What follows belongs to an exercise in optimizing a design on an open flow for small area; a production flow would make more cautious choices. Function was checked by simulation only, so behaviour that the tests miss may differ from the original. Power and IR drop assume default switching activity.

==> flow/design.v <==
package cis_pkg;
localparam int adc_w      = 12;                  
localparam int on_cnt_w   = 16;                  
typedef logic [adc_w-1:0] adc_sample_t;
localparam adc_sample_t const_pattern = 12'hA5A;     
typedef enum logic [1:0]
{
    color_red   = 2'd0,
    color_green = 2'd1,
    color_blue  = 2'd2
} color_t;
typedef enum logic [1:0]
{
    mode_off    = 2'd0,                          
    mode_mono   = 2'd1,                          
    mode_rgb    = 2'd2                           
} line_mode_t;
typedef enum logic [1:0]
{
    src_adc     = 2'd0,
    src_ramp    = 2'd1,
    src_const   = 2'd2
} pix_src_t;
typedef struct packed
{
    color_t         color;                       
    logic [5:0]     line_idx;                    
    adc_sample_t    samp0;                       
    adc_sample_t    samp1;                       
} pix_word_t;
endpackage
package mem_pkg;
localparam int addr_w     = 28;                  
localparam int done_cnt_w = 16;                  
typedef logic [addr_w-1:0] mem_addr_t;
localparam mem_addr_t word_bytes = 28'd4;        
typedef enum logic [1:0]
{
    wr_idle     = 2'd0,                          
    wr_pop      = 2'd1,                          
    wr_write    = 2'd2                           
} wr_state_t;
endpackage
`timescale 1ns/10ps
module scan_top
#(
    parameter int LINE_CLKS    = 64,
    parameter int PIX_PER_LINE = 16,
    parameter int FIFO_DEPTH   = 16,
    parameter int AFULL_LEVEL  = 12
)
(
    input  logic                                w_clk_1,
    input  logic                                w_adc_rst,
    input  cis_pkg::adc_sample_t                dc,
    input  cis_pkg::line_mode_t                 mode,
    input  cis_pkg::pix_src_t                   src_sel,
    input  logic [cis_pkg::on_cnt_w-1:0]        r_on_cnt,
    input  logic [cis_pkg::on_cnt_w-1:0]        g_on_cnt,
    input  logic [cis_pkg::on_cnt_w-1:0]        b_on_cnt,
    output logic [2:0]                          lrgb,
    output logic                                si,
    input  logic                                dma_on,
    input  mem_pkg::mem_addr_t                  start_adr,
    input  mem_pkg::mem_addr_t                  buf_size,
    output mem_pkg::mem_addr_t                  mem_address,
    output logic [31:0]                         mem_writedata,
    output logic                                mem_write,
    input  logic                                mem_waitrequest,
    output logic [mem_pkg::done_cnt_w-1:0]      done_cnt,
    output logic                                fifo_afull,
    output logic                                fifo_ovr
);
logic [5:0]     p;
logic           line_on;
logic [1:0]     color;
logic [1:0]     color_nxt;
logic [15:0]    on_nxt;
logic [15:0]    led_left;
logic           led_on;
logic           line_end;
logic           line_start;
logic           mode_off;
assign mode_off   = (mode == 2'd0);
assign line_end   = (p == 6'd62);
assign line_start = line_end && !mode_off;
always_comb
begin
    if (mode == 2'd2)
        color_nxt = (color == 2'd0) ? 2'd1 : (color == 2'd1) ? 2'd2 : 2'd0;
    else
        color_nxt = 2'd0;
    case (color_nxt)
        2'd1:    on_nxt = g_on_cnt;
        2'd2:    on_nxt = b_on_cnt;
        default: on_nxt = r_on_cnt;
    endcase
end
assign led_on = (led_left != '0);
logic [15:0]    led_dec;
logic           ld_r, ld_g, ld_b, led_keep;
always_comb
begin
    logic z;
    z = 1'b1;                                
    for (int i = 0; i < 16; i++)
    begin
        led_dec[i] = led_left[i] ^ z;
        z = z & !led_left[i];
    end
end
assign ld_r     = !w_adc_rst && line_start && (color_nxt == 2'd0);
assign ld_g     = !w_adc_rst && line_start && (color_nxt == 2'd1);
assign ld_b     = !w_adc_rst && line_start && (color_nxt == 2'd2);
assign led_keep = !w_adc_rst && !line_start && !mode_off && led_on;
always_ff @(posedge w_clk_1)
    led_left <= ({16{ld_r}} & r_on_cnt) | ({16{ld_g}} & g_on_cnt) |
                ({16{ld_b}} & b_on_cnt) | ({16{led_keep}} & led_dec);
always_ff @(posedge w_clk_1)
begin
    if (w_adc_rst)
    begin
        p        <= 6'h3F;
        line_on  <= 1'b0;
        color    <= 2'd2;
    end
    else
    begin
        p <= p + 1'b1;
        if (line_end)
            line_on <= !mode_off;
        if (line_start)
            color <= color_nxt;
    end
end
assign si   = line_on && (p == 6'h3F);
assign lrgb = led_on ? ~(3'b001 << color) : 3'b111;
logic [11:0]    adc_q;
logic [11:0]    src_val;
logic [11:0]    first_q;             
logic [5:0]     line_tag;
logic           samp_act;
logic           form;                
logic           pix_dv;              
assign samp_act = line_on && (p[5:4] == 2'd0);
assign form     = samp_act && p[0];
assign pix_dv   = line_on && !p[0] && ((p[5:4] == 2'd0) ? (p[3:1] != 3'd0) : (p == 6'd16));
always_comb
begin
    case (src_sel)
        2'd1:    src_val = {8'd0, p[3:0]};
        2'd2:    src_val = 12'hA5A;
        default: src_val = adc_q;
    endcase
end
always_ff @(posedge w_clk_1)
begin
    adc_q   <= dc;
    first_q <= src_val;
end
always_ff @(posedge w_clk_1)
begin
    if (w_adc_rst)
    begin
        line_tag <= 6'h3F;
    end
    else
    begin
        if (line_start)
            line_tag <= line_tag + 1'b1;
    end
end
logic [31:0]    stage [0:15];
logic [4:0]     count;
logic           full;
logic           empty;
logic           pop;
logic           shift_in;
logic           wr_ok;
logic [3:0]     head;                
logic           pend;                
assign full     = count[4];
assign empty    = (count == 5'd0);
assign shift_in = form && (!full || pop);
assign wr_ok    = pend;               
assign head     = pend ? count[3:0] : count[3:0] - 1'b1;
logic [15:0]    head_oh;
logic [31:0]    part [0:5];
logic [31:0]    wd_next;
always_comb
begin
    head_oh = '0;
    head_oh[head] = pop;
    for (int g = 0; g < 6; g++)
    begin
        part[g] = '0;
        for (int i = 0; i < 3; i++)
            if (3*g+i < 16)
                part[g] = part[g] | ({32{head_oh[3*g+i]}} & stage[3*g+i]);
    end
    part[5] = part[5] | ({32{!pop}} & mem_writedata);
    wd_next = part[0] | part[1] | part[2] | part[3] | part[4] | part[5];
end
always_ff @(posedge w_clk_1)
begin
    if (shift_in)
    begin
        stage[0] <= {color, line_tag, first_q, src_val};
        for (int i = 1; i < 16; i++)
            stage[i] <= stage[i-1];
    end
end
always_ff @(posedge w_clk_1)
begin
    if (w_adc_rst)
    begin
        count    <= '0;
        fifo_ovr <= 1'b0;
        pend     <= 1'b0;
    end
    else
    begin
        count <= count + {4'd0, wr_ok} - {4'd0, pop};
        pend  <= shift_in;
        if (pix_dv && full)
            fifo_ovr <= 1'b1;
    end
end
assign fifo_afull = (count >= 5'd12);
localparam logic [1:0] WR_IDLE = 2'd0, WR_POP = 2'd1, WR_WRITE = 2'd2;
logic [1:0]     state;
logic [27:0]    beat_n;
logic [27:0]    beat_n_inc;
logic [27:0]    adr_inc;
logic [15:0]    done_inc;
logic           adr_load;
logic           idle;
logic           beat_done;
logic           buf_end;
assign idle      = (state == WR_IDLE);
assign pop       = (state == WR_POP);
assign mem_write = (state == WR_WRITE);
assign beat_done = mem_write && !mem_waitrequest;
assign buf_end   = beat_done && (beat_n == buf_size);
always_comb
begin
    logic t;
    t = 1'b1;
    for (int i = 0; i < 28; i++)
    begin
        beat_n_inc[i] = beat_n[i] ^ (beat_done & t);
        t = t & beat_n[i];
    end
    adr_inc[1:0] = 2'b00;                
    t = 1'b1;
    for (int i = 2; i < 28; i++)
    begin
        adr_inc[i] = mem_address[i] ^ (beat_done & t);
        t = t & mem_address[i];
    end
end
assign done_inc = done_cnt + {15'd0, buf_end};
assign adr_load = idle && (beat_n == 28'd1);
always_ff @(posedge w_clk_1)
begin
    if (w_adc_rst)
    begin
        state    <= WR_IDLE;
        beat_n   <= 28'd1;
        done_cnt <= '0;
    end
    else
    begin
        case (state)
            WR_IDLE:  if (dma_on && !empty) state <= WR_POP;
            WR_POP:   state <= WR_WRITE;
            WR_WRITE: if (beat_done) state <= WR_IDLE;
            default:  state <= WR_IDLE;
        endcase
        beat_n   <= buf_end ? 28'd1 : beat_n_inc;
        done_cnt <= done_inc;
    end
end
always_ff @(posedge w_clk_1)
begin
    mem_address[27:2] <= ({26{adr_load}} & start_adr[27:2]) | ({26{!adr_load}} & adr_inc[27:2]);
    if (adr_load)
        mem_address[1:0] <= start_adr[1:0];
    mem_writedata <= wd_next;
end
endmodule
==> flow/config.mk <==
export PLATFORM = sky130hd
export DESIGN_NAME = scan_top
export DESIGN_NICKNAME = scan_top
export VERILOG_FILES = /design/flow/design.v
export SDC_FILE = /design/flow/constraint.sdc
export NUM_CORES = 4
export LEC_CHECK = 0
export CAP_MARGIN = 20
export CORE_MARGIN = 2
export CORE_UTILIZATION = 65
export SLEW_MARGIN = 20
==> flow/constraint.sdc <==
create_clock -name core_clock -period 5.0 [get_ports {w_clk_1}]
set_input_delay 1.0000 -clock core_clock [delete_from_list [all_inputs] [get_ports {w_clk_1}]]
set_output_delay 1.0000 -clock core_clock [all_outputs]
set_load 0.01 [all_outputs]
standard.sh (not shown) runs the stock make flow with config.mk's settings and CLKGATE_MAP_FILE= SYNTH_SCRIPT=/design/flow/synth_recipe.tcl, a recipe that flattens the netlist after the stock synthesis.
==> flow/flow/run.sh <==
#!/bin/bash
# Standard ORFS layout (standard.sh) with three changes:
#  - ABC maps for area: a copy of ORFS's scripts folder whose abc_speed.script
#    is replaced by flow/abc_area_map.script (registers are untouched by ABC);
#  - port buffers are buf_1 instead of the default clkdlybuf4s50_1;
#  - the clock tree uses clkbuf_8 clusters of up to 18 sinks and no dummy loads.
set -euo pipefail
cd "$(dirname "$0")/.."
rm -rf scripts_area
cp -r "$FLOW_HOME/scripts" scripts_area
cp flow/abc_area_map.script scripts_area/abc_speed.script
export BUFFER_PORTS_ARGS="-buffer_cell sky130_fd_sc_hd__buf_1"
export CTS_ARGS="-sink_clustering_enable -repair_clock_nets -dont_use_dummy_load -buf_list {sky130_fd_sc_hd__clkbuf_8} -sink_clustering_size 18 -sink_clustering_max_diameter 70"
bash standard.sh SCRIPTS_DIR="$PWD/scripts_area" finish > layout.log 2>&1
==> flow/flow/abc_area_map.script <==
strash
&get -n
&st
&dch -f
&nf -R 1000
&put
Edit:
--- a/flow/design.v
+++ b/flow/design.v
@@ -179,6 +179,7 @@
 logic           wr_ok;
 logic [3:0]     head;                
 logic           pend;                
+logic [31:0]    head_word;
 assign full     = count[4];
 assign empty    = (count == 5'd0);
 assign shift_in = form && (!full || pop);
@@ -186,11 +187,10 @@
 assign head     = pend ? count[3:0] : count[3:0] - 1'b1;
 logic [15:0]    head_oh;
 logic [31:0]    part [0:5];
-logic [31:0]    wd_next;
 always_comb
 begin
     head_oh = '0;
-    head_oh[head] = pop;
+    head_oh[head] = 1'b1;
     for (int g = 0; g < 6; g++)
     begin
         part[g] = '0;
@@ -198,8 +198,7 @@
             if (3*g+i < 16)
                 part[g] = part[g] | ({32{head_oh[3*g+i]}} & stage[3*g+i]);
     end
-    part[5] = part[5] | ({32{!pop}} & mem_writedata);
-    wd_next = part[0] | part[1] | part[2] | part[3] | part[4] | part[5];
+    head_word = part[0] | part[1] | part[2] | part[3] | part[4] | part[5];
 end
 always_ff @(posedge w_clk_1)
 begin
@@ -286,6 +285,7 @@
     mem_address[27:2] <= ({26{adr_load}} & start_adr[27:2]) | ({26{!adr_load}} & adr_inc[27:2]);
     if (adr_load)
         mem_address[1:0] <= start_adr[1:0];
-    mem_writedata <= wd_next;
+    if (pop)
+        mem_writedata <= head_word;
 end
 endmodule
After rerunning: The changed run produced a clean layout; via count drops slightly; utilization drops by 0.91 points; wire length climbs by a few percent; final area climbs slightly; global-route usage climbs by 0.11 points; total power climbs by about a fifth; synthesized cell count drops slightly; critical path depth does not change; hold slack improved by 13 ps; sequential share of layout area climbs by 0.74 points; combinational power climbs by well over a third; die area climbs slightly; area after synthesis climbs slightly; maximum frequency climbs by a few percent.

-- afterwards: timing with drivers on the ports --
In the flow no input, the clock included, has a driving cell. The finished layouts below were timed again as built, in two steps. Step 1: set_driving_cell puts a clkbuf_16 on w_clk_1 and a buf_2 on each other input, an assumption about the parent block. Step 2 adds t to the input delays and takes it off the output delays; t is the mean of the earliest and latest rising clock arrival at the registers after step 1. Input paths then give back, and output paths get back, about the clock's delay inside the block. a / b / c = ideal / step 1 / step 2; a / b = the first two.
run | t, ns | slack for setup (ns) | hold WS [ns] | slew at the worst register clock pin (ns) | worst data-port slew with drivers (ns)
the first run | 0.643 | 0.495 / 0.495 / -0.079 | 0.400 / 0.400 / 0.400 | 0.11 / 0.11 | 0.05
the second run | 0.647 | 0.698 / 0.698 / 0.197 | 0.414 / 0.414 / 0.414 | 0.11 / 0.11 | 0.06
Met with ideal ports but missed after step 2: setup timing in the first run. For the first run, which loses most, drivers alone change the setup slack by 0.000 ns; drivers and shift together by -0.574 ns.
